Context: an optimization exercise on an open-source flow, tuned for small area. The choices shown serve that exercise and are no tape-out recipe.
Function was checked by simulation only, so behaviour that the tests miss may differ from the original.
Power is estimated from default activity; no workload was simulated.

<file path="design.v">
module wbrf_aoi222 (
    input  logic [2:0] a,
    input  logic [2:0] b,
    output logic       y
);
    assign y = ~((a[0] & b[0]) | (a[1] & b[1]) | (a[2] & b[2]));
endmodule
module wbrf_nand2 (
    input  logic a,
    input  logic b,
    output logic y
);
    assign y = ~(a & b);
endmodule
module wbrf_nand11 (
    input  logic [10:0] x,
    output logic        y
);
    assign y = ~&x;
endmodule
module wbrf_rdbit (
    input  logic [31:1] sel,
    input  logic [31:1] d,
    output logic        y
);
    logic [10:0] t;
    for (genvar g = 0; g < 10; g++) begin : g_aoi
        wbrf_aoi222 u_aoi (.a(sel[3*g+3:3*g+1]), .b(d[3*g+3:3*g+1]), .y(t[g]));
    end
    wbrf_nand2 u_last (.a(sel[31]), .b(d[31]), .y(t[10]));
    wbrf_nand11 u_or (.x(t), .y(y));
endmodule
module writeback_regfile #(
    parameter int unsigned DATA_W = 32,
    parameter int unsigned ADDR_W = 5,
    parameter int unsigned CNT_W  = 16
) (
    input  logic              Clk,
    input  logic              Rst,
    input  logic              MemToReg,
    input  logic              RegWrite,
    input  logic [DATA_W-1:0] MemData,
    input  logic [DATA_W-1:0] ALUResult,
    input  logic [ADDR_W-1:0] WriteRegister,
    input  logic [ADDR_W-1:0] ReadRegister1,
    input  logic [ADDR_W-1:0] ReadRegister2,
    output logic [DATA_W-1:0] ReadData1,
    output logic [DATA_W-1:0] ReadData2,
    output logic [DATA_W-1:0] WriteData,
    input  logic [ADDR_W-1:0] DebugRegister,
    output logic [DATA_W-1:0] DebugData,
    output logic [CNT_W-1:0]  WriteCount
);
    logic [DATA_W-1:0] regs_q [1:31];
    logic [DATA_W-1:0] debug_q, debug_d;
    logic [CNT_W-1:0]  count_q;
    logic [31:1]       wsel, wen, rsel1, rsel2, dsel;
    logic [DATA_W-1:0] wdat;
    assign WriteData = MemToReg ? MemData : ALUResult;
    always_comb begin
        for (int i = 1; i < 32; i++) begin
            wsel[i]  = RegWrite && (WriteRegister == 5'(i));
            rsel1[i] = (ReadRegister1 == 5'(i));
            rsel2[i] = (ReadRegister2 == 5'(i));
            dsel[i]  = !Rst && (DebugRegister == 5'(i));
        end
    end
    assign wen  = wsel | {31{Rst}};
    assign wdat = WriteData & {DATA_W{!Rst}};
    always_ff @(posedge Clk) begin
        for (int i = 1; i < 32; i++) begin
            if (wen[i]) begin
                regs_q[i] <= wdat;
            end
        end
    end
    for (genvar b = 0; b < DATA_W; b++) begin : g_bit
        logic [31:1] col;
        for (genvar i = 1; i < 32; i++) begin : g_col
            assign col[i] = regs_q[i][b];
        end
        wbrf_rdbit u_rd1 (.sel(rsel1), .d(col), .y(ReadData1[b]));
        wbrf_rdbit u_rd2 (.sel(rsel2), .d(col), .y(ReadData2[b]));
        wbrf_rdbit u_rdd (.sel(dsel),  .d(col), .y(debug_d[b]));
    end
    always_ff @(posedge Clk) begin
        debug_q <= debug_d;
        if (Rst) begin
            count_q <= '0;
        end else if (RegWrite && (WriteRegister != '0)) begin
            count_q <= count_q + CNT_W'(1);
        end
    end
    assign DebugData  = debug_q;
    assign WriteCount = count_q;
endmodule
</file>
<file path="run.sh">
#!/bin/bash
# synth_recipe.tcl (not shown) runs the flow's synth.tcl, then flattens the netlist and writes it again
# the make line also repeats each setting of config.mk as NAME=value (left out here)
make -C /OpenROAD-flow-scripts/flow DESIGN_CONFIG=/design/flow/config.mk WORK_HOME=/design/flow/orfs CLKGATE_MAP_FILE= SYNTH_SCRIPT=/design/flow/synth_recipe.tcl finish
</file>
<file path="config.mk">
export PLATFORM = sky130hd
export DESIGN_NAME = writeback_regfile
export DESIGN_NICKNAME = writeback_regfile
export VERILOG_FILES = /design/flow/design.v
export SDC_FILE = /design/flow/constraint.sdc
export NUM_CORES = 4
export LEC_CHECK = 0
export CAP_MARGIN = 10
export CELL_PAD_IN_SITES_DETAIL_PLACEMENT = 1
export CELL_PAD_IN_SITES_GLOBAL_PLACEMENT = 1
export CORE_MARGIN = 2
export CORE_UTILIZATION = 45
export PLACE_DENSITY = 0.55
export SLEW_MARGIN = 10
export SYNTH_HIERARCHICAL = 1
export SYNTH_MINIMUM_KEEP_SIZE = 0
</file>
<file path="constraint.sdc">
create_clock -name core_clock -period 6.5 [get_ports {Clk}]
set_input_delay 1.3000 -clock core_clock [delete_from_list [all_inputs] [get_ports {Clk}]]
set_output_delay 1.3000 -clock core_clock [all_outputs]
set_load 0.01 [all_outputs]
</file>
==> results.py, run 1 <==
metrics = {
    "synthesis": {
        "synth_flop_cell": "edfxtp_1",
        "yosysMostFrequentCell": "edfxtp_1",
        "syn-num-nets": 2920,
        "synth_area_leaders": "edfxtp_1 66%, a222oi_1 21%, nand4_1 2.7%",
        "avgSynthCellArea_um2": 15.94,
        "synth_area_um2": 45120,
        "syn_inst": 2831,
        "yosys_warnings": 8,
        "synth-seq-cells": 1040,
        "synth_edf_count": 992,
        "async_flop_share": 0,
        "synth_top_area_cell": "edfxtp_1",
        "synth_top_cell_area_share": 0.6602,
        "synth_cell_type_count": 41,
        "seq_area_frac_synth": 0.6815,
        "synth_common_cells": "992 x edfxtp_1, 960 x a222oi_1, 195 x nand4_1",
    },
    "grt": {
        "use_met3": 0.1152,
        "overflow": 0,
        "gr-max-usage-layer": "met2",
        "grt_pass1_wl_mm": 301.2,
        "grt_pass1_vias": 39471,
        "grt_util_met2": 0.6168,
        "grt_util_met1": 0.5240,
        "grt_max_degree": 47,
        "antenna_found_initial": 7,
        "grt_use_total": 0.4134,
    },
    "clocking": {
        "cts_root_buf": "clkbuf_16",
        "cts_resized": 0,
        "post-cts-setup-buffers": 0,
        "cts_hold_buf": 0,
        "clock_latency_ns": 0.73,
        "htree_levels": 3,
        "cts_tree": "built",
        "cts.sinks": 1040,
        "cts_buffers": 113,
        "cts_buffer_depth": 3,
        "cts.clk_slew.worst_paths_ns": 0.06,
    },
    "routing": {
        "routed_wl_mm": 219.4,
        "drc": 0,
        "via_per_inst": 8.470,
        "ant_nets": 0,
        "dr.first_iter.drc_count": 10892,
        "wl_per_cell_um": 46.55,
        "num_vias": 39912,
        "dr.pass1.iters": 14,
    },
    "timing": {
        "clock.fmax_mhz": 156.8,
        "finalSetupTns_ns": 0,
        "slew_violations": 0,
        "finalHoldViolations": 0,
        "setup_viol": 0,
        "post-route-min-period_ns": 6.379,
        "max_slew_margin": 0.06176,
        "fin_crit_sh": 0.9814,
        "grt_setup_unrepaired": "false",
        "skew_ns": 0.02238,
        "tightest_slew_ns": 1.404,
    },
    "die": {
        "core-area_um2": 99710,
        "die_h_um": 320.6,
        "fp-row-count": 116,
        "die_w_um": 320.6,
        "initial_utilization": 0.4525,
        "fp.dieArea_um2": 102800,
        "io_pins": 232,
    },
    "worst_setup_path": {
        "start_kind": "input port",
        "r2r-start": "regs_q[1][10]",
        "reg2reg_depth": 3,
        "crit_buf_inv": 3,
        "cpPeakStageDelay_ns": 1.09,
        "path_delay_family": "simple AND/OR/NAND/NOR gates",
        "regToRegSetupSlack_ns": 4.41,
        "cpMaxStageDelayCell": "nor2_4",
        "r2r_end": "debug_q[10]",
        "path_class": "in -> out",
        "worst_setup_path_end_kind": "output port",
        "crit_chain": "clkdlybuf4s50_1, or3_1, nor2_4, buf_4, a222oi_1, nand4_1, or3_1, clkdlybuf4s50_1",
        "path_max_fanout": 26,
        "required_ns": 5.20,
        "crit_arrival_ns": 5.08,
    },
    "placement": {
        "placed_area_um2": 51170,
        "gp_congestion": 0.9806,
        "dp_hpwl_mm": 131.6,
        "io_buffers": 231,
    },
    "min_path": {
        "hold_end": "count_q[15]",
        "hold_start": "count_q[15]",
        "min_path_type": "reg -> reg",
        "whs_path_depth": 2,
    },
    "outcome": {
        "status": "timing/DRC/antenna clean",
    },
    "finish": {
        "fin_area_um2": 55260,
        "final_net_count": 3397,
        "area_delta_synth_final_pct": 22.48,
        "drive_gt1_frac": 0.1608,
    },
    "power_and_ir_drop": {
        "powerDensity_nw_per_um2": 313.8,
        "p_leak_uw": 0.01780,
        "ir_drop_v": 0.0002162,
    },
    "run": {
        "cap_violations": 0,
    },
}
==> area by class of cell <==
cell class,instances,area [um2]
diodes,6,15.01
clock buffers,147,3139
clock inverters,68,918.4
fillers,9205,44450
inverters,1,3.754
multi-input cells,1757,15170
flip-flops and latches,1040,30750
well taps,1298,1624
repair buffers,395,3641
==> cells by family (layout without fill, tap and decap cells) <==
kind of cell,after synthesis,after routing,share of synthesized area
DFF,1040,1040,0.6815
AOI/OAI and AO/OA,1015,1015,0.2222
and+or+nand+nor,701,701,0.08322
buffers and inverters,34,611,0.003189
muxes,33,33,0.008208
xor gates and xnor gates,7,7,0.001359
adders and majority gates,1,1,0.0002773
other,0,6,0
==> per-module statistics from Yosys, one instance, submodules excluded, a selection <==
module / area, um2 / times used / cells inside
wbrf_nand2: 3.754 / 96 / 1
wbrf_nand11: 23.77 / 96 / 4
writeback_regfile: 32870 / 1 / 1391
wbrf_aoi222: 10.01 / 960 / 1
==> worst max path at each step <==
stage | start | endpoint | slack [ns] | cells past startpoint
floorplan | ReadRegister1[4] | ReadData1[0] | 1.26 | 6
finish | ReadRegister2[0] | ReadData2[10] | 0.12 | 8
global placement | ReadRegister2[4] | ReadData2[10] | 0.32 | 8
detailed placement | ReadRegister2[4] | ReadData2[10] | 0.32 | 8
CTS | ReadRegister2[4] | ReadData2[10] | 0.31 | 8
global route | ReadRegister2[0] | ReadData2[10] | 0.18 | 8
==> worst min-delay path, delay by kind of cell (launching register included) <==
| kind | cells | cell delay, ns |
|---|---|---|
| DFF | 1 | 0.34 |
| AOI/OAI and AO/OA | 2 | 0.13 |
==> state kept, by name, indices dropped and copies added, names as in the netlist <==
name	count
count_q	16
regs_q	992
debug_q	32
==> placed cells by master, fill, tap and decap left out, drive strengths merged, types with 8 or more instances in the layout <==
cell type	count
o21bai	16
nand3	103
a222oi	960
bufinv	20
nand4	195
mux2	32
dfxtp	48
nand2	115
nor2b	37
clkinvlp	8
edfxtp	992
clkbuf	147
clkinv	35
or3	107
clkdlybuf4s50	230
a21o	11
nor2	88
nand2b	13
nor3	22
o21ai	9
buf	165
a21oi	8
==> power by group <==
| group | switching, uW | internal [uW] |
|---|---|---|
| clock network | 2840 | 4210 |
| registers | 486 | 8080 |
| logic | 1140 | 590 |
==> metrics by stage <==
stage / cells / total power, uW / hold slack, ns / setup slack [ns] / util
6_report: 4712 / 17340 / 0.5156 / 0.1212 / 0.5542
5_1_grt: 4706 / 17660 / 0.5577 / 0.1758 / 0.5541
4_1_cts: 4706 / 17270 / 0.5166 / 0.3112 / 0.5538
3_5_place_dp: 4491 / 10330 / 0.5033 / 0.3163 / 0.5132
3_3_place_gp: 4491 / 10240 / 0.4802 / 0.3171 / 0.5131
2_1_floorplan: 2831 / 9175 / 0.4959 / 1.265 / -
==> per-layer routing <==
layer | vias to the layer above | part of all wire
met2 | 4016 | 0.43
met5 | - | 0.0010
met1 | 19810 | 0.33
li1 | 15175 | -
met4 | 8 | 0.084
met3 | 903 | 0.15
==> run 2, diff against run 1 <==
==> flow/run.sh (new file) <==
#!/bin/bash
# Standard layout with two changes to how it is built:
#  - the port buffers are the smallest buffer cell (buf_1);
#  - the clock tree uses clkbuf_16 leaves over sink clusters of at most 16 flip-flops, with no dummy loads.
set -euo pipefail
cp standard.sh standard_sh.log
export BUFFER_PORTS_ARGS="-buffer_cell sky130_fd_sc_hd__buf_1"
export CTS_ARGS="-sink_clustering_enable -repair_clock_nets -dont_use_dummy_load -buf_list {sky130_fd_sc_hd__clkbuf_16} -sink_clustering_size 16 -sink_clustering_max_diameter 50"
bash standard.sh > standard.log 2>&1
==> standard.sh (new file) <==
#!/bin/bash
# synth_recipe.tcl (not shown) runs the flow's synth.tcl, then flattens the netlist and writes it again
# the make line also repeats each setting of config.mk as NAME=value (left out here)
make -C /OpenROAD-flow-scripts/flow DESIGN_CONFIG=/design/flow/config.mk WORK_HOME=/design/flow/orfs CLKGATE_MAP_FILE= SYNTH_SCRIPT=/design/flow/synth_recipe.tcl "${@:-finish}"
removed: run.sh
==> run 2 against run 1 <==
Effect of this change: still clean; setup slack improved by 0.77 ns; routed wire length increased by 1.9%; sequential share of layout area increased by 2.4 points; clock power decreased by about 20%; clock skew increased by 0.029 ns; non-clock buffer count increased by 14; synthesized cell count unchanged; critical path type unchanged; largest cell class unchanged.
==> results.py, run 2 <==
metrics = {
    "worst_setup_path": {
        "required_ns": 5.20,
        "start_kind": "input port",
        "path_class": "in -> out",
        "crit_chain": "buf_1, buf_4, nand3b_1, nor2_4, buf_4, a222oi_1, nand4_1, or3_1, buf_1",
        "crit_start": "ReadRegister2[0]",
        "worst_setup_path_end_kind": "output port",
        "cpPeakStageDelay_ns": 0.78,
        "cpMaxStageDelayCell": "nor2_4",
        "r2r-start": "regs_q[7][7]",
        "path_max_fanout": 14,
        "crit_arrival_ns": 4.31,
    },
    "clocking": {
        "htree_levels": 3,
        "cts_tree": "built",
        "post-cts-setup-buffers": 0,
        "clock_latency_ns": 0.72,
        "cts_resized": 0,
        "cts_hold_buf": 0,
        "cts.sinks": 1040,
        "cts_root_buf": "clkbuf_16",
        "cts_buffer_depth": 3,
        "cts_buffers": 119,
        "cts.clk_slew.worst_paths_ns": 0.04,
    },
    "grt": {
        "grt_max_degree": 80,
        "grt_pass1_wl_mm": 305.4,
        "grt_use_total": 0.4207,
        "antenna_found_initial": 9,
        "overflow": 0,
        "grt_pass1_vias": 39621,
    },
    "die": {
        "io_pins": 232,
        "fp.dieArea_um2": 102800,
        "fp-row-count": 116,
        "core-area_um2": 99710,
        "die_w_um": 320.6,
        "die_h_um": 320.6,
        "initial_utilization": 0.4525,
    },
    "placement": {
        "placed_area_um2": 49960,
        "gp_congestion": 0.9650,
        "io_buffers": 231,
        "dp_hpwl_mm": 134.6,
        "dp_slack_ns": 1.028,
    },
    "routing": {
        "drc": 0,
        "dr.first_iter.drc_count": 11990,
        "ant_nets": 0,
        "via_per_inst": 8.753,
        "routed_wl_mm": 223.4,
        "wl_per_cell_um": 48.25,
        "dr.pass1.iters": 14,
        "num_vias": 40537,
    },
    "synthesis": {
        "synth_area_um2": 45120,
        "synth-seq-cells": 1040,
        "synth_flop_cell": "edfxtp_1",
        "synth_top_area_cell": "edfxtp_1",
        "avgSynthCellArea_um2": 15.94,
        "synth_edf_count": 992,
        "async_flop_share": 0,
        "synth_top_cell_area_share": 0.6602,
        "synth_common_cells": "992 x edfxtp_1, 960 x a222oi_1, 195 x nand4_1",
        "yosys_warnings": 8,
        "synth_area_leaders": "edfxtp_1 66%, a222oi_1 21%, nand4_1 2.7%",
        "syn_inst": 2831,
        "seq_area_frac_synth": 0.6815,
        "syn-num-nets": 2920,
        "yosysMostFrequentCell": "edfxtp_1",
        "synth_cell_type_count": 41,
    },
    "finish": {
        "most-common-layout-cells": "992 x edfxtp_1, 960 x a222oi_1, 229 x buf_1, 195 x nand4_1, 161 x buf_4",
        "largest_reg_flops": 992,
        "regMostFlops": "regs_q",
        "final_common_cell": "edfxtp_1",
        "final_net_count": 3417,
        "area_delta_synth_final_pct": 17.43,
        "utilization": 0.5314,
        "drive_gt1_frac": 0.1485,
        "fin_area_um2": 52980,
        "top_regs": "regs_q x992, debug_q x32, count_q x16",
    },
    "timing": {
        "hold_slack_ns": 0.5200,
        "clock.fmax_mhz": 178.3,
        "grt_setup_unrepaired": "false",
        "setup_viol": 0,
        "post-route-min-period_ns": 5.607,
        "finalSetupTns_ns": 0,
        "fin_crit_sh": 0.8627,
        "fin_ws_ns": 0.8927,
        "max_slew_margin": 0.1460,
        "skew_ns": 0.05116,
        "finalHoldViolations": 0,
        "tightest_slew_ns": 1.278,
        "slew_violations": 0,
    },
    "power_and_ir_drop": {
        "pwr-share-seq": 0.543,
        "switchingPower_uw": 4140,
        "p_leak_uw": 0.01682,
        "powerDensity_nw_per_um2": 297.9,
        "p_sw_frac": 0.2623,
        "p_clk_frac": 0.358,
        "ir_drop_v": 0.0002102,
        "pwr-share-comb": 0.099,
        "p_int_uw": 11650,
    },
    "run": {
        "cap_violations": 0,
    },
    "outcome": {
        "status": "timing/DRC/antenna clean",
    },
    "min_path": {
        "hold_start": "count_q[14]",
        "min_path_type": "reg -> reg",
    },
}
-- run 2: cell count changes in the layout (fill, tap and decap cells not counted), moves of 9 or more --
cell,delta
buf_1,+229
clkdlybuf4s50_1,-230
clkbuf_8,-12
buf_12,+9
bufinv_16,-20
clkbuf_1,-19
clkinv_2,-22
-- run 2: per-stage QoR --
stage	instances	power, uW
floorplan	2831	9175
global placement	4505	10070
detailed placement	4505	10160
CTS	4624	15710
global route	4624	16100
finish	4631	15790
-- run 2: layer usage --
layer | global-route usage | share of wire
met3 | 0.09674 | 0.15
met4 | 0.2802 | 0.081
met5 | 0 | 0.00014
met2 | 0.6325 | 0.43
met1 | 0.5459 | 0.33
-- run 2: final timing paths --
check,depth (start not counted),to,slack [ns]
setup / recovery,9,ReadData2[27],0.89
hold / removal,2,count_q[14],0.52
setup reg to reg,3,debug_q[7],4.43
hold reg to reg,2,count_q[14],0.52
-- run 2: power by group through the flow --
stage	logic, uW	registers (uW)	clock network, uW
global placement	1470	8600	0
detailed placement	1490	8670	0
floorplan	639	8540	0
CTS	1490	8540	5680
finish	1560	8570	5660
global route	1570	8630	5910
-- run 2: layout make-up --
class                      count  area [um2]
clock buffer                 119        2978
multi-input combinational   1757       15190
sequential                  1040       30750
inverter                       1       3.754
fill                        9387       46730
antenna                        7       17.52
tap                         1298        1624
timing repair buffer         409        2421
-- run 2: cells by family (layout without fill, tap and decap cells) --
kind of cell    Yosys count  count (layout)  synth area share
other cells               0               7                 0
compound gates         1015            1015            0.2222
xor+xnor                  7               7          0.001359
mux                      33              33          0.008208
fa+ha+maj                 1               1         0.0002773
simple gates            701             701           0.08322
buf+inv                  34             529          0.003189
flops                  1040            1040            0.6815
-- run 2: worst max-delay path, delay by kind of cell --
kind                   cells  cell delay (ns)
buffers and inverters      4             1.27
and+or+nand+nor            4             1.58
AOI/OAI and AO/OA          1             0.14
-- run 2: per-module statistics from Yosys, one instance, submodules excluded, a selection --
module             flops+latches  copies in the design  cells inside
wbrf_aoi222                    0                   960             1
wbrf_nand2                     0                    96             1
wbrf_nand11                    0                    96             4
writeback_regfile           1040                     1          1391
==> run 3, diff against run 2 <==
==> flow/run.sh (replaced) <==
#!/bin/bash
# Standard layout with two changes to how it is built:
#  - the port buffers are the smallest buffer cell (buf_1);
#  - the clock tree uses clkbuf_16 leaves over sink clusters of at most 24 flip-flops, with no dummy loads.
set -euo pipefail
cp standard.sh standard_sh.log
export BUFFER_PORTS_ARGS="-buffer_cell sky130_fd_sc_hd__buf_1"
export CTS_ARGS="-sink_clustering_enable -repair_clock_nets -dont_use_dummy_load -buf_list {sky130_fd_sc_hd__clkbuf_16} -sink_clustering_size 24 -sink_clustering_max_diameter 100"
bash standard.sh > standard.log 2>&1
==> run 3 against run 2 <==
Effect of this change: setup slack worse by 0.016 ns; maximum frequency decreased by 0.28%; combinational power about the same; largest cell class unchanged; still clean.
==> results.py, run 3 <==
metrics = {
    "die": {
        "core-area_um2": 99710,
        "die_w_um": 320.6,
        "die_h_um": 320.6,
        "initial_utilization": 0.4525,
        "fp.dieArea_um2": 102800,
        "fp-row-count": 116,
        "io_pins": 232,
    },
    "min_path": {
        "min_path_type": "reg -> reg",
        "hold_end": "count_q[15]",
        "hold_start": "count_q[15]",
        "whs_path_depth": 2,
    },
    "synthesis": {
        "seq_area_frac_synth": 0.6815,
        "async_flop_share": 0,
        "synth_area_leaders": "edfxtp_1 66%, a222oi_1 21%, nand4_1 2.7%",
        "yosys_warnings": 8,
        "synth_edf_count": 992,
        "synth_top_area_cell": "edfxtp_1",
        "synth_area_um2": 45120,
        "syn_inst": 2831,
        "syn-num-nets": 2920,
        "synth_top_cell_area_share": 0.6602,
        "yosysMostFrequentCell": "edfxtp_1",
        "synth-seq-cells": 1040,
        "synth_common_cells": "992 x edfxtp_1, 960 x a222oi_1, 195 x nand4_1",
        "avgSynthCellArea_um2": 15.94,
        "synth_flop_cell": "edfxtp_1",
        "synth_cell_type_count": 41,
    },
    "grt": {
        "grt_pass1_wl_mm": 303.2,
        "gr-max-usage-layer": "met2",
        "grt_use_total": 0.4175,
        "use_met3": 0.08493,
        "antenna_found_initial": 13,
        "grt_util_met2": 0.6329,
        "grt_max_degree": 80,
        "overflow": 0,
        "grt_util_met1": 0.5489,
        "grt_pass1_vias": 38718,
    },
    "routing": {
        "dr.pass1.iters": 14,
        "routed_wl_mm": 221.8,
        "num_vias": 39719,
        "wl_per_cell_um": 48.61,
        "via_per_inst": 8.705,
        "ant_nets": 0,
        "dr.first_iter.drc_count": 12191,
        "drc": 0,
    },
    "finish": {
        "top_regs": "regs_q x992, debug_q x32, count_q x16",
        "largest_reg_flops": 992,
        "final_net_count": 3348,
        "instances_no_fill": 4563,
        "final_common_cell": "edfxtp_1",
        "drive_gt1_frac": 0.1305,
        "most-common-layout-cells": "992 x edfxtp_1, 960 x a222oi_1, 229 x buf_1, 195 x nand4_1, 161 x buf_4",
        "regMostFlops": "regs_q",
        "area_delta_synth_final_pct": 13.60,
    },
    "timing": {
        "max_slew_margin": 0.1402,
        "grt_setup_unrepaired": "false",
        "finalHoldViolations": 0,
        "finalSetupTns_ns": 0,
        "post-route-min-period_ns": 5.623,
        "skew_ns": 0.07244,
        "fin_crit_sh": 0.8651,
        "setup_viol": 0,
        "slew_violations": 0,
        "tightest_slew_ns": 1.290,
        "clock.fmax_mhz": 177.8,
    },
    "clocking": {
        "cts_buffers": 50,
        "cts_resized": 0,
        "cts_buffer_depth": 3,
        "cts_root_buf": "clkbuf_16",
        "cts.clk_slew.worst_paths_ns": 0.09,
        "cts_tree": "built",
        "clock_latency_ns": 0.71,
        "cts_hold_buf": 0,
        "htree_levels": 2,
        "post-cts-setup-buffers": 0,
        "cts.sinks": 1040,
    },
    "placement": {
        "placed_cells": 4505,
        "io_buffers": 231,
        "dp_hpwl_mm": 134.6,
        "gp_congestion": 0.9650,
    },
    "worst_setup_path": {
        "cp_common_cell": "buf_1",
        "cpPeakStageDelay_ns": 0.64,
        "regToRegSetupSlack_ns": 4.42,
        "path_class": "in -> out",
        "worst_setup_path_end_kind": "output port",
        "crit_buf_inv": 3,
        "crit_chain": "buf_1, nand2b_1, nor2_4, buf_4, a222oi_1, nand4_1, or3_1, buf_1",
        "crit_arrival_ns": 4.32,
        "path_max_fanout": 32,
        "r2r_end": "debug_q[7]",
        "path_delay_family": "simple AND/OR/NAND/NOR gates",
        "cpMaxStageDelayCell": "a222oi_1",
        "reg2reg_depth": 3,
        "r2r-start": "regs_q[28][7]",
        "required_ns": 5.20,
        "start_kind": "input port",
    },
    "power_and_ir_drop": {
        "p_leak_uw": 0.01597,
        "powerDensity_nw_per_um2": 266.0,
        "ir_drop_v": 0.0001962,
    },
    "run": {
        "cap_violations": 0,
    },
    "outcome": {
        "status": "timing/DRC/antenna clean",
    },
}
run 3: layout make-up:
| class | count | area [um2] |
|---|---|---|
| inverters | 1 | 3.754 |
| diodes | 8 | 20.02 |
| flip-flops and latches | 1040 | 30750 |
| well taps | 1298 | 1624 |
| clock buffers | 50 | 1251 |
| repair buffers | 409 | 2421 |
| multi-input cells | 1757 | 15190 |
| fillers | 9473 | 48450 |
run 3: metrics by stage:
| stage | worst slack (ns) | area, um2 | hold WS, ns | util | total power (uW) |
|---|---|---|---|---|---|
| 3_5_place_dp | 1.028 | 49960 | 0.4997 | 0.5010 | 10160 |
| 2_1_floorplan | 1.265 | 45120 | 0.4959 | - | 9175 |
| 5_1_grt | 0.8846 | 51240 | 0.5502 | 0.5139 | 13900 |
| 6_report | 0.8768 | 51260 | 0.5215 | 0.5141 | 13640 |
| 3_3_place_gp | 1.001 | 49960 | 0.4686 | 0.5010 | 10070 |
| 4_1_cts | 1.014 | 51210 | 0.5178 | 0.5136 | 13530 |
run 3: per-module statistics from Yosys, one instance, submodules excluded, excerpt:
module	copies in the design	cell area, um2	cells inside	flip-flops and latches
writeback_regfile	1	32870	1391	1040
wbrf_nand11	96	23.77	4	0
wbrf_aoi222	960	10.01	1	0
wbrf_nand2	96	3.754	1	0
run 3: how the worst max path moves through the flow:
| stage | slack [ns] | to | start | cells past startpoint |
|---|---|---|---|---|
| 2_1_floorplan | 1.26 | ReadData1[0] | ReadRegister1[4] | 6 |
| 3_3_place_gp | 1.00 | ReadData2[17] | ReadRegister2[3] | 8 |
| 3_5_place_dp | 1.03 | ReadData1[30] | ReadRegister1[4] | 8 |
| 4_1_cts | 1.01 | ReadData2[17] | ReadRegister2[3] | 8 |
| 5_1_grt | 0.88 | ReadData2[24] | ReadRegister2[0] | 9 |
| 6_report | 0.88 | ReadData1[30] | ReadRegister1[4] | 8 |
run 3: logic make-up (layout without fill, tap and decap cells):
group / count (synthesis) / after routing / share of synthesized area
mux: 33 / 33 / 0.008208
xor+xnor: 7 / 7 / 0.001359
buf+inv: 34 / 460 / 0.003189
fa+ha+maj: 1 / 1 / 0.0002773
flops: 1040 / 1040 / 0.6815
simple gates: 701 / 701 / 0.08322
other cells: 0 / 8 / 0
compound gates: 1015 / 1015 / 0.2222
run 3: metal layers:
metal	vias to the layer above	wire (um)
met3	788	33490
met2	4104	96210
met1	19856	74300
li1	14967	-
met5	-	26
met4	4	17770
run 3: power by group:
| group | switching (uW) | total, uW | internal [uW] |
|---|---|---|---|
| logic | 1160 | 1560 | 397 |
| clock network | 2160 | 3530 | 1380 |
| registers | 481 | 8540 | 8060 |
run 3: worst reg2reg max path, cell delays in order, from the launching register on:
cell      delay (ns)
edfxtp_1        0.43
a222oi_1        0.40
nand4_1         0.50
or3_1           0.59
==> run 4, diff against run 3 <==
--- a/config.mk
+++ b/config.mk
@@ -7,7 +7,7 @@
 export LEC_CHECK = 0
 export CAP_MARGIN = 10
 export CELL_PAD_IN_SITES_DETAIL_PLACEMENT = 1
-export CELL_PAD_IN_SITES_GLOBAL_PLACEMENT = 1
+export CELL_PAD_IN_SITES_GLOBAL_PLACEMENT = 0
 export CORE_MARGIN = 2
 export CORE_UTILIZATION = 45
 export PLACE_DENSITY = 0.55
==> run 4 against run 3 <==
Effect of this change: still clean; clock skew fell by 0.041 ns; synthesized cell count did not move; via count rose by 2.3%; die area did not move; core utilization fell by 0.23 points; global-route usage rose by 0.41 points; maximum frequency fell by 1.8%; critical path depth did not move; combinational power barely moved; non-clock buffer count fell by 14; cell count fell by 0.28%; critical path type unchanged.
==> results.py, run 4 <==
metrics = {
    "outcome": {
        "status": "timing/DRC/antenna clean",
    },
    "timing": {
        "finalHoldViolations": 0,
        "fin_crit_sh": 0.8812,
        "clock.fmax_mhz": 174.6,
        "grt_setup_unrepaired": "false",
        "fin_ws_ns": 0.7720,
        "slew_violations": 0,
        "post-route-min-period_ns": 5.728,
        "setup_viol": 0,
        "finalSetupTns_ns": 0,
        "tightest_slew_ns": 1.358,
        "max_slew_margin": 0.09268,
        "skew_ns": 0.03187,
    },
    "routing": {
        "drc": 0,
        "via_per_inst": 8.927,
        "num_vias": 40616,
        "routed_wl_mm": 223.7,
        "dr.pass1.iters": 17,
        "wl_per_cell_um": 49.18,
        "ant_nets": 0,
        "dr.first_iter.drc_count": 12494,
    },
    "worst_setup_path": {
        "crit_chain": "buf_1, nand3b_1, nor2_4, buf_4, a222oi_1, nand4_1, or3_1, buf_1",
        "path_delay_family": "simple AND/OR/NAND/NOR gates",
        "crit_arrival_ns": 4.43,
        "required_ns": 5.20,
        "worst_setup_path_end_kind": "output port",
        "cpPeakStageDelay_ns": 0.65,
        "crit_buf_inv": 3,
        "cp_common_cell": "buf_1",
        "start_kind": "input port",
        "path_class": "in -> out",
        "cpMaxStageDelayCell": "nor2_4",
        "path_max_fanout": 16,
    },
    "grt": {
        "grt_max_degree": 49,
        "grt_pass1_wl_mm": 306.5,
        "grt_use_total": 0.4216,
        "grt_pass1_vias": 39858,
        "antenna_found_initial": 13,
        "overflow": 0,
    },
    "synthesis": {
        "yosysMostFrequentCell": "edfxtp_1",
        "synth_area_leaders": "edfxtp_1 66%, a222oi_1 21%, nand4_1 2.7%",
        "synth_top_cell_area_share": 0.6602,
        "synth-seq-cells": 1040,
        "synth_top_family_by_area": "compound AO/OA/AOI/OAI gates",
        "synth_top_area_cell": "edfxtp_1",
        "synthAdderAreaFrac": 0.0002773,
        "synth_edf_count": 992,
        "synth_area_um2": 45120,
        "syn_inst": 2831,
        "synth-xor-area-share": 0.001359,
        "avgSynthCellArea_um2": 15.94,
        "muxShareOfSynthArea": 0.008208,
        "seq_area_frac_synth": 0.6815,
        "synthSimpleGateAreaFrac": 0.08322,
        "synth_compound_area_frac": 0.2222,
        "async_flop_share": 0,
        "synth_cell_type_count": 41,
        "synth_flop_cell": "edfxtp_1",
        "syn-num-nets": 2920,
        "synth_common_cells": "992 x edfxtp_1, 960 x a222oi_1, 195 x nand4_1",
        "yosys_warnings": 8,
    },
    "power_and_ir_drop": {
        "ir_drop_v": 0.0002091,
        "p_leak_uw": 0.01587,
        "powerDensity_nw_per_um2": 266.9,
        "p_total_uw": 13620,
    },
    "clocking": {
        "cts_hold_buf": 0,
        "cts_buffer_depth": 3,
        "cts_resized": 0,
        "cts_tree": "built",
        "cts.clk_slew.worst_paths_ns": 0.08,
        "clock_latency_ns": 0.69,
        "cts.sinks": 1040,
        "cts_buffers": 50,
        "htree_levels": 2,
        "cts_root_buf": "clkbuf_16",
        "post-cts-setup-buffers": 0,
    },
    "finish": {
        "regMostFlops": "regs_q",
        "final_net_count": 3334,
        "area_delta_synth_final_pct": 13.10,
        "most-common-layout-cells": "992 x edfxtp_1, 960 x a222oi_1, 229 x buf_1, 195 x nand4_1, 156 x buf_4",
        "largest_reg_flops": 992,
        "top_regs": "regs_q x992, debug_q x32, count_q x16",
        "drive_gt1_frac": 0.1267,
        "utilization": 0.5118,
        "final_common_cell": "edfxtp_1",
    },
    "die": {
        "core-area_um2": 99710,
        "die_w_um": 320.6,
        "fp.dieArea_um2": 102800,
        "die_h_um": 320.6,
        "io_pins": 232,
        "fp-row-count": 116,
        "initial_utilization": 0.4525,
    },
    "placement": {
        "gp_congestion": 0.9735,
        "io_buffers": 231,
        "dp_slack_ns": 0.9678,
        "dp_hpwl_mm": 132.0,
    },
    "min_path": {
        "min_path_type": "reg -> reg",
    },
    "run": {
        "cap_violations": 0,
    },
}
==> run 4: cell counts after synthesis <==
No cell type changed its count.
==> run 4: cell families (layout without fill, tap and decap cells) <==
family	Yosys count	count (layout)
XOR/XNOR	7	7
AO/OA/AOI/OAI	1015	1015
buffers and inverters	34	446
flip-flops	1040	1040
other	0	9
adder cells (fa/ha/maj)	1	1
AND/OR/NAND/NOR	701	701
multiplexers	33	33
==> run 4: per-layer routing <==
metal / GRT usage / share of wire / vias to the layer above
met1: 0.5318 / 0.32 / 19903
met4: 0.2845 / 0.087 / 12
li1: - / - / 14934
met2: 0.6276 / 0.42 / 4639
met3: 0.1262 / 0.17 / 1128
met5: 0 / 0.00035 / -
==> run 4: cell type report <==
class                           instances  area [um2]
Multi-Input combinational cell       1757       15180
Antenna cell                            9       22.52
Timing Repair Buffer                  395        2203
Tap cell                             1298        1624
Clock buffer                           50        1251
Sequential cell                      1040       30750
Inverter                                1       3.754
Fill cell                            9484       48680
==> run 4: tightest hold or removal path, stage by stage, from the launching register on <==
cell and delay (ns):
dfxtp_1 0.33, o31ai_1 0.07, a21oi_1 0.05
==> run 4: stage by stage <==
stage / hold slack (ns) / cells / area [um2]
detailed placement: 0.4739 / 4491 / 49720
global route: 0.5386 / 4541 / 51010
global placement: 0.4680 / 4491 / 49720
finish: 0.4953 / 4550 / 51030
CTS: 0.4944 / 4541 / 50970
floorplan: 0.4959 / 2831 / 45120
==> run 4: worst paths after layout <==
path         cells past startpoint             start  slack, ns      endpoint
max                              8  ReadRegister1[0]       0.77  ReadData1[0]
min                              2       count_q[15]       0.50   count_q[15]
max reg2reg                      3     regs_q[1][27]       4.40   debug_q[27]
min reg2reg                      2       count_q[15]       0.50   count_q[15]
==> run 4: modules after synthesis, one instance, submodules excluded, a selection <==
module,cells,flops+latches
writeback_regfile,1391,1040
wbrf_nand11,4,0
wbrf_aoi222,1,0
wbrf_nand2,1,0
==> run 4: power breakdown <==
group          switching, uW  internal, uW  total [uW]
clock network           2130          1370        3500
logic                   1170           390        1560
registers                487          8060        8550

-- separate check: timing with driven ports --
The results above use ideal ports. As a check the final layouts listed here were re-extracted and re-timed, cells and wires unchanged.
Step 1 assumes that a clkbuf_16 drives the clock port and a buf_2 every other input.
Step 2, shift: input delay + t, output delay - t, t = (earliest + latest rising clock arrival at the registers) / 2. This alone moves slack from input paths to output paths.
Three values: ideal, step 1, step 2; two values: the first two.
run | t, ns | slack for setup (ns) | worst data-port slew with drivers (ns)
run 1 | 0.794 | 0.121 / 0.095 / 0.095 | 0.04
run 2 | 0.769 | 0.893 / 0.860 / 0.860 | 0.08
run 3 | 0.757 | 0.877 / 0.851 / 0.851 | 0.08
run 4 | 0.760 | 0.772 / 0.709 / 0.709 | 0.10
After both steps every run listed still meets setup and hold. For run 4, which loses most, drivers alone change the setup slack by -0.063 ns; drivers and shift together by -0.063 ns.
